From an optimization exercise on the open Yosys and OpenROAD flow, aimed at a short achievable clock period and few clock cycles per item; shortcuts taken in it are not production practice. Function was checked by simulation only, so behaviour that the tests miss may differ from the original.

==> flow/design.v, too long to show whole: its modules and the start of the top module <==
// module pidc_mul: 48 lines
// module pidc_div: 42 lines
// module pid_controller_clamped_integral_unit: 2097 lines
module pid_controller_clamped_integral_unit (
  input  logic        clk,
  input  logic        rst,
  input  logic        s_tvalid,
  output logic        s_tready,
  input  logic [63:0] s_tdata,
  output logic        m_tvalid,
  input  logic        m_tready,
  output logic [71:0] m_tdata,
  input  logic        psel,
  input  logic        penable,
  input  logic        pwrite,
  input  logic [4:0]  paddr,
  input  logic [31:0] pwdata,
  output logic [31:0] prdata,
  output logic        pready
);
  // ...
==> flow/run.sh <==
#!/bin/bash
# synth_recipe.tcl (not shown) runs the flow's synth.tcl, then flattens the netlist and writes it again
# the make line also repeats each setting of config.mk as NAME=value (left out here)
make -C /OpenROAD-flow-scripts/flow DESIGN_CONFIG=/design/flow/config.mk WORK_HOME=/design/flow/orfs CLKGATE_MAP_FILE= SYNTH_SCRIPT=/design/flow/synth_recipe.tcl finish
==> flow/config.mk <==
export PLATFORM = sky130hd
export DESIGN_NAME = pid_controller_clamped_integral_unit
export DESIGN_NICKNAME = pid_controller_clamped_integral_unit
export VERILOG_FILES = /design/flow/design.v
export SDC_FILE = /design/flow/constraint.sdc
export NUM_CORES = 4
export LEC_CHECK = 0
export ABC_CLOCK_PERIOD_IN_PS = 2000
export CAP_MARGIN = 20
export CORE_MARGIN = 2
export CORE_UTILIZATION = 50
export GPL_TIMING_DRIVEN = 1
export SETUP_SLACK_MARGIN = 5
export SLEW_MARGIN = 20
==> flow/constraint.sdc <==
create_clock -name core_clock -period 9.0 [get_ports {clk}]
set_input_delay 1.8000 -clock core_clock [delete_from_list [all_inputs] [get_ports {clk}]]
set_output_delay 1.8000 -clock core_clock [all_outputs]
set_load 0.01 [all_outputs]
==> metrics.csv, run 1 <==
metric,value,unit
dpl_cell_area,587000,µm²
setup_total_negative_slack,0,ns
wl_met2,857000,µm
via_count_of_the_first_global_routing_pass,430120,
layout.cells.most_common_list,"9,319 x sky130_fd_sc_hd__inv_1, 7,143 x sky130_fd_sc_hd__dfxtp_1, 6,334 x sky130_fd_sc_hd__fa_1",
status,"complete, no violations",
globalRouteMet3Util,0.0424,
synth-simple-area-share,0.115,
grt_pass1_wl,2760000,µm
placeableCoreArea,1130000,µm²
port_buffers,204,
hold-path-endpoint,p1h_q12[18],
synth_compound_gate_area_share,0.107,
critPathCaptureType,flip-flop,
synth_cells,55670,
grt_antenna_before_repair,206,
synth_area_leaders,"sky130_fd_sc_hd__dfxtp_1 27%, sky130_fd_sc_hd__fa_1 23%, sky130_fd_sc_hd__ha_1 8.6%",
placed_cells_incl_taps,69588,
drc,0,
gp_routability_congestion,0.960,
worstHoldPathCells,0,
mappedNetlistArea,568000,µm²
layout.cells.most_common,sky130_fd_sc_hd__inv_1,
ctsResizeCount,3187,
core.rowCount,391,
synth_ff_type,sky130_fd_sc_hd__dfxtp_1,
layout.filler_cells,96083,
pin_count_of_the_biggest_net_entering_global_routing,165,
grtUsageMet1,0.428,
critPathCapture,ym_q4[69],
top_family_by_delay_on_critical_path,compound AO/OA/AOI/OAI gates,
buf_inv_stages_crit_path,1,
setup_slack_on_the_worst_flop_to_flop_path,4.59,ns
detailedRoute.firstIterationViolations,32736,
cell_with_the_largest_stage_delay_on_the_worst_path,sky130_fd_sc_hd__a221o_2,
final_setup_violating_endpoints,0,
Testbench counts, summed over its fixed seeds: cycles 1,856, items 1,600.
==> inputs of run 2 (changes only) <==
--- a/flow/design.v
+++ b/flow/design.v
@@ -2165,19 +2165,17 @@
       3'd1:    rdmux = ki;
       3'd2:    rdmux = kd;
       3'd3:    rdmux = target;
       3'd4:    rdmux = offset;
       3'd5:    rdmux = {1'b0, bound};
       default: rdmux = '0;
     endcase
   end
-  logic [31:0] prdata_r;
-  always_ff @(posedge clk) prdata_r <= rdmux;
-  assign prdata = prdata_r;
+  assign prdata = rdmux;
   always_ff @(posedge clk) begin
     tgtoff  <= {{2{target[31]}}, target} + {{2{offset[31]}}, offset};
     bnd_neg <= 32'd0 - {1'b0, bound};
     kd_max  <= ({{34{kd[31]}}, kd} << 31) - {{34{kd[31]}}, kd};
     kd_nmin <= 66'd0 - ({{34{kd[31]}}, kd} << 31);
     kd_pos  <= {{2{kd[31]}}, kd};
     kd_neg  <= 34'd0 - {{2{kd[31]}}, kd};
   end
==> flow/config.mk (replaced) <==
export PLATFORM = sky130hd
export DESIGN_NAME = pid_controller_clamped_integral_unit
export DESIGN_NICKNAME = pid_controller_clamped_integral_unit
export VERILOG_FILES = /design/flow/design.v
export SDC_FILE = /design/flow/constraint.sdc
export NUM_CORES = 4
export LEC_CHECK = 0
export CAP_MARGIN = 20
export CORE_MARGIN = 2
export CORE_UTILIZATION = 30
export PLACE_DENSITY = 0.45
export SETUP_SLACK_MARGIN = 5
export SLEW_MARGIN = 20
==> metrics.csv, run 2 <==
metric,value,unit,change
synth_cells,55962,,"was 55,670"
route.antenna.remaining_nets,0,,unchanged
placeableCoreArea,1890000,µm²,"was 1,130,000 µm²"
regToRegEndpoint,adiff_q2[27],,was ym_q4[69]
worstHoldStart,p1h_q10[47],,was p1h_q11[18]
cts_sinks,8846,,"was 8,878"
synth_ff_type,sky130_fd_sc_hd__dfxtp_1,,unchanged
die_outline_height,1380,µm,was 1070 µm
worst-setup-path-type,in2out,,was reg2reg
place.detailed.hpwl,1430000,µm,"was 1,350,000 µm"
max_reg_flops,1105,,unchanged
post_drt_via_cell_ratio,4.81,,was 5.60
synth_adder_area_share,0.311,,was 0.312
synth-simple-area-share,0.116,,was 0.115
wl_met2,908000,µm,"was 857,000 µm"
route.final.wire_length,1960000,µm,"was 1,880,000 µm"
route.met3.wl,96400,µm,"was 123,000 µm"
fmaxAchievable,209,MHz,was 227 MHz
buf_inv_stages_crit_path,5,,was 1
port_buffers,204,,unchanged
finalWorstPathRequiredPeriod,4.79,ns,was 4.41 ns
detail_route.wl_per_cell,23.5,µm,was 25.6 µm
max_flop_register,fifo,,unchanged
grt_antenna_before_repair,190,,was 206
fin_crit_sh,0.532,,was 0.490
starting_utilization_of_the_core_area,0.300,,was 0.501
ctsRootBufferMaster,sky130_fd_sc_hd__clkbuf_16,,unchanged
cell_with_the_largest_stage_delay_on_the_worst_path,sky130_fd_sc_hd__nor3_4,,was sky130_fd_sc_hd__a221o_2
timing.critical_path.from_type,input port,,was flip-flop
drive_above_1_share,0.133,,was 0.132
clkTransAtPathRegs,0.06,ns,about the same
synth_sequential_area_ratio,0.332,,was 0.334
final_setup_violating_endpoints,0,,unchanged
layout.cells.most_common,sky130_fd_sc_hd__inv_1,,unchanged
setup_slack_on_the_worst_flop_to_flop_path,4.52,ns,was 4.59 ns
netlist.top_cell.by_area,sky130_fd_sc_hd__dfxtp_1,,unchanged
grt_pass1_wl,2850000,µm,"was 2,760,000 µm"
setup_total_negative_slack,0,ns,unchanged
worstMarginPinSlew,1.39,ns,was 1.24 ns
core.rowCount,506,,was 391
worst_clock_skew,0.166,ns,was 0.125 ns
cp_peak_stage_delay,0.21,ns,was 0.46 ns
design.die.area,1910000,µm²,"was 1,140,000 µm²"
via_count_of_the_first_global_routing_pass,417574,,"was 430,120"
syn-mean-instance-area,10.2,µm²,about the same
synth_compound_gate_area_share,0.109,,was 0.107
layout.cells.most_common_list,"9,344 x sky130_fd_sc_hd__inv_1, 7,128 x sky130_fd_sc_hd__dfxtp_1, 6,329 x sky130_fd_sc_hd__fa_1",,"was 9,319 x sky130_fd_sc_hd__inv_1, 7,143 x sky130_fd_sc_hd__dfxtp_1, 6,334 x sky130_fd_sc_hd__fa_1"
synth-seq-cells,8846,,"was 8,878"
top_family_by_delay_on_critical_path,buffers and inverters,,was compound AO/OA/AOI/OAI gates
clock_insertion_delay_worst_skew,1.34,ns,was 1.30 ns
ctsLongestPathBuffers,6,,was 5
cts_htree_levels,7,,was 6
data_arrival_time_of_the_critical_path,2.99,ns,was 5.52 ns
reg2reg_launch_point,err_q1[0],,was ym_1_0_q3[10]
synthTopCellsByCount,"9,448 x sky130_fd_sc_hd__inv_1, 7,676 x sky130_fd_sc_hd__dfxtp_1, 6,386 x sky130_fd_sc_hd__fa_1, 3,919 x sky130_fd_sc_hd__ha_1, 3,813 x sky130_fd_sc_hd__and2_1",,"was 9,463 x sky130_fd_sc_hd__inv_1, 7,708 x sky130_fd_sc_hd__dfxtp_1, 6,386 x sky130_fd_sc_hd__fa_1, 3,919 x sky130_fd_sc_hd__ha_1, 3,774 x sky130_fd_sc_hd__and2_1"
synth_top_family_by_area,adder cells,,unchanged
globalRouteOverflowTotal,0,,unchanged
synth_area_leaders,"sky130_fd_sc_hd__dfxtp_1 27%, sky130_fd_sc_hd__fa_1 22%, sky130_fd_sc_hd__ha_1 8.6%",,"was sky130_fd_sc_hd__dfxtp_1 27%, sky130_fd_sc_hd__fa_1 23%, sky130_fd_sc_hd__ha_1 8.6%"
maxCapViolations,0,,unchanged
ff2ff_path_depth,24,,was 16
hold-path-endpoint,p1h_q11[47],,was p1h_q12[18]
drc,0,,unchanged
vias,401731,,"was 410,084"
grt_usage,0.200,,was 0.320
worst-endpoint-required,7.20,ns,was 10.12 ns
clock_tree_from_tritoncts,yes,,unchanged
synth.most_common_cell,sky130_fd_sc_hd__inv_1,,unchanged
yosysUniqueCellTypes,95,,was 114
synthXorXnorAreaFrac,0.0364,,was 0.0366
dpl_cell_area,602000,µm²,"was 587,000 µm²"
status,"complete, no violations",,unchanged
pin_count_of_the_biggest_net_entering_global_routing,153,,was 165
asyncSetResetFlopFracSynth,0,,unchanged
design.final.nets,67817,,"was 67,390"
detailedRoute.firstIterationViolations,27344,,"was 32,736"
worstHoldPathCells,0,,unchanged
largestRegisters,"fifo x1105, zm_1_1_q6 x98, zm_1_0_q6 x97",,unchanged
critPathMaxFanout,8,,was 4
crit_top_cell,sky130_fd_sc_hd__buf_4,,was sky130_fd_sc_hd__a31oi_4
tritoncts.num_buffers,1147,,was 967
hp-class,reg2reg,,unchanged
worstPathCellList,"buf_12, buf_4, nor3_4, buf_4, clkbuf_16, a22oi_2, nand3_2, buf_6",,"was ha_4, a211oi_4, o21ai_2, a211oi_2, a21oi_4, a31oi_4, o221ai_4, nor3_4, o41ai_4, or3b_4, a31o_1, a311o_1, a221o_2, a31oi_4, xnor2_4, buf_8"
flow.area_growth_from_synthesis,18.2,%,was 15.5%
finalInstanceArea,673000,µm²,"was 656,000 µm²"
met1Wirelength,868000,µm,"was 780,000 µm"
highest_layer,met5,,unchanged
mappedNetlistArea,569000,µm²,"was 568,000 µm²"
critPathCaptureType,primary output,,was flip-flop
timing_max_transition_violations_final,0,,unchanged
hold_ws,0.252,ns,was 0.241 ns
finalHoldViolations,0,,unchanged
gp_routability_congestion,0.892,,was 0.960
timing.max_slew.rel_slack,0.0644,,was 0.172
first_pass_iteration_count_of_the_detailed_router,6,,was 7
post_synth_edffs,1170,,unchanged
post_cts_hold_buffer_count,0,,unchanged
ioPinCount,215,,unchanged
synthesis.yosys.warnings,1,,unchanged
synth_mux_area_frac,0.0203,,was 0.0197
rsz0062_at_grt,yes,,unchanged
fin_util,0.355,,was 0.579
post-synth-top-area-fraction,0.270,,was 0.272
die_w,1380,µm,was 1070 µm
run 2: changes by cell type after synthesis, moves of 27 or more:
cell,before,now
sky130_fd_sc_hd__nor3b_1,22,77
sky130_fd_sc_hd__nor2b_1,412,360
sky130_fd_sc_hd__dfxtp_1,7708,7676
sky130_fd_sc_hd__o22ai_1,75,102
sky130_fd_sc_hd__and3_1,962,992
sky130_fd_sc_hd__o21ai_0,1930,2034
sky130_fd_sc_hd__nand2_1,3429,3551
sky130_fd_sc_hd__a2111oi_0,57,97
sky130_fd_sc_hd__a211oi_1,222,269
sky130_fd_sc_hd__o21ai_1,48,5
sky130_fd_sc_hd__a221o_1,109,80
sky130_fd_sc_hd__and2_1,3774,3813
sky130_fd_sc_hd__a22oi_1,376,337
sky130_fd_sc_hd__nor2_1,1691,1632
run 2: timing repair:
action                                  in CTS  in global routing
buffers inserted                           730                520
gates cloned                                71                 28
resized for setup                         3445               1623
pin swaps                                  859               1077
endpoints found under the setup margin    2163               1283
run 2: cells by family after synthesis:
family | count (synthesis)
other | 2
AO/OA/AOI/OAI | 9525
flip-flops | 8846
multiplexers | 707
adder cells (fa/ha/maj) | 10305
XOR/XNOR | 2364
AND/OR/NAND/NOR | 12735
buffers and inverters | 11478
run 2: layer usage:
metal	vias to the layer above	global-route usage
li1	184748	-
met1	204097	0.269
met2	9840	0.330
met3	3026	0.0250
met4	20	0.0738
met5	-	0
run 2: how the worst max path moves through the flow:
stage	start	endpoint	slack, ns	cells after the start
floorplan	v_q15	fcnt[5]	-1.40	3
global placement	kd[17]	kd_max[60]	1.07	14
detailed placement	s_tdata[2]	last_err[3]	2.48	16
CTS	paddr[3]	prdata[23]	4.23	8
global route	paddr[2]	prdata[24]	4.19	8
finish	paddr[2]	prdata[5]	4.21	8
run 2: final cells by class:
cell class              instances  area, µm²
diodes                        221        553
multi-input cells           35661     355000
fillers                    191159    1220000
clock inverters               391       4550
well taps                   25146      31500
flip-flops and latches       8846     190000
repair buffers               2295      23000
inverters                    9453      35700
clock buffers                1560      32600
run 2: through the flow:
stage,worst slack (ns),cells
3_5_place_dp,2.48,80051
3_3_place_gp,1.07,80044
4_1_cts,4.23,82803
6_report,4.21,83573
5_1_grt,4.19,83490
2_1_floorplan,-1.40,55968
Testbench counts of run 2, summed over its fixed seeds: cycles 1,856, items 1,600.

-- port drivers added, routing unchanged --
In the flow no input, the clock included, has a driving cell. The finished layouts below were timed again as built, in two steps. Step 1 (the two cells are an assumption about what drives the block):
set clk [get_ports {clk}]
set_driving_cell -lib_cell sky130_fd_sc_hd__clkbuf_16 $clk
set_driving_cell -lib_cell sky130_fd_sc_hd__buf_2 [delete_from_list [all_inputs] $clk]
Step 2 moves the port delays by t, midway between the first and last clock arrival at a register: inputs arrive t later, outputs are due t later. That takes back most of the time a late clock gives input paths. Slacks: ideal / step 1 / step 2; pairs: ideal / step 1.
| run | shift t [ns] | slack for setup (ns) | latest minus earliest clock arrival (ns) | slew at the worst register clock pin (ns) | pins driven straight from the clock port |
|---|---|---|---|---|---|
| run 1 | 1.379 | 4.593 / 4.593 / 3.363 | 0.148 / 0.149 | 0.07 / 0.07 | 1 |
| run 2 | 1.438 | 4.208 / 4.160 / 3.713 | 0.176 / 0.176 | 0.08 / 0.08 | 1 |
After both steps setup and hold are still met in every run listed. The setup slack of run 1, which loses most, moves by 0.000 ns with the drivers and by -1.230 ns with both steps.
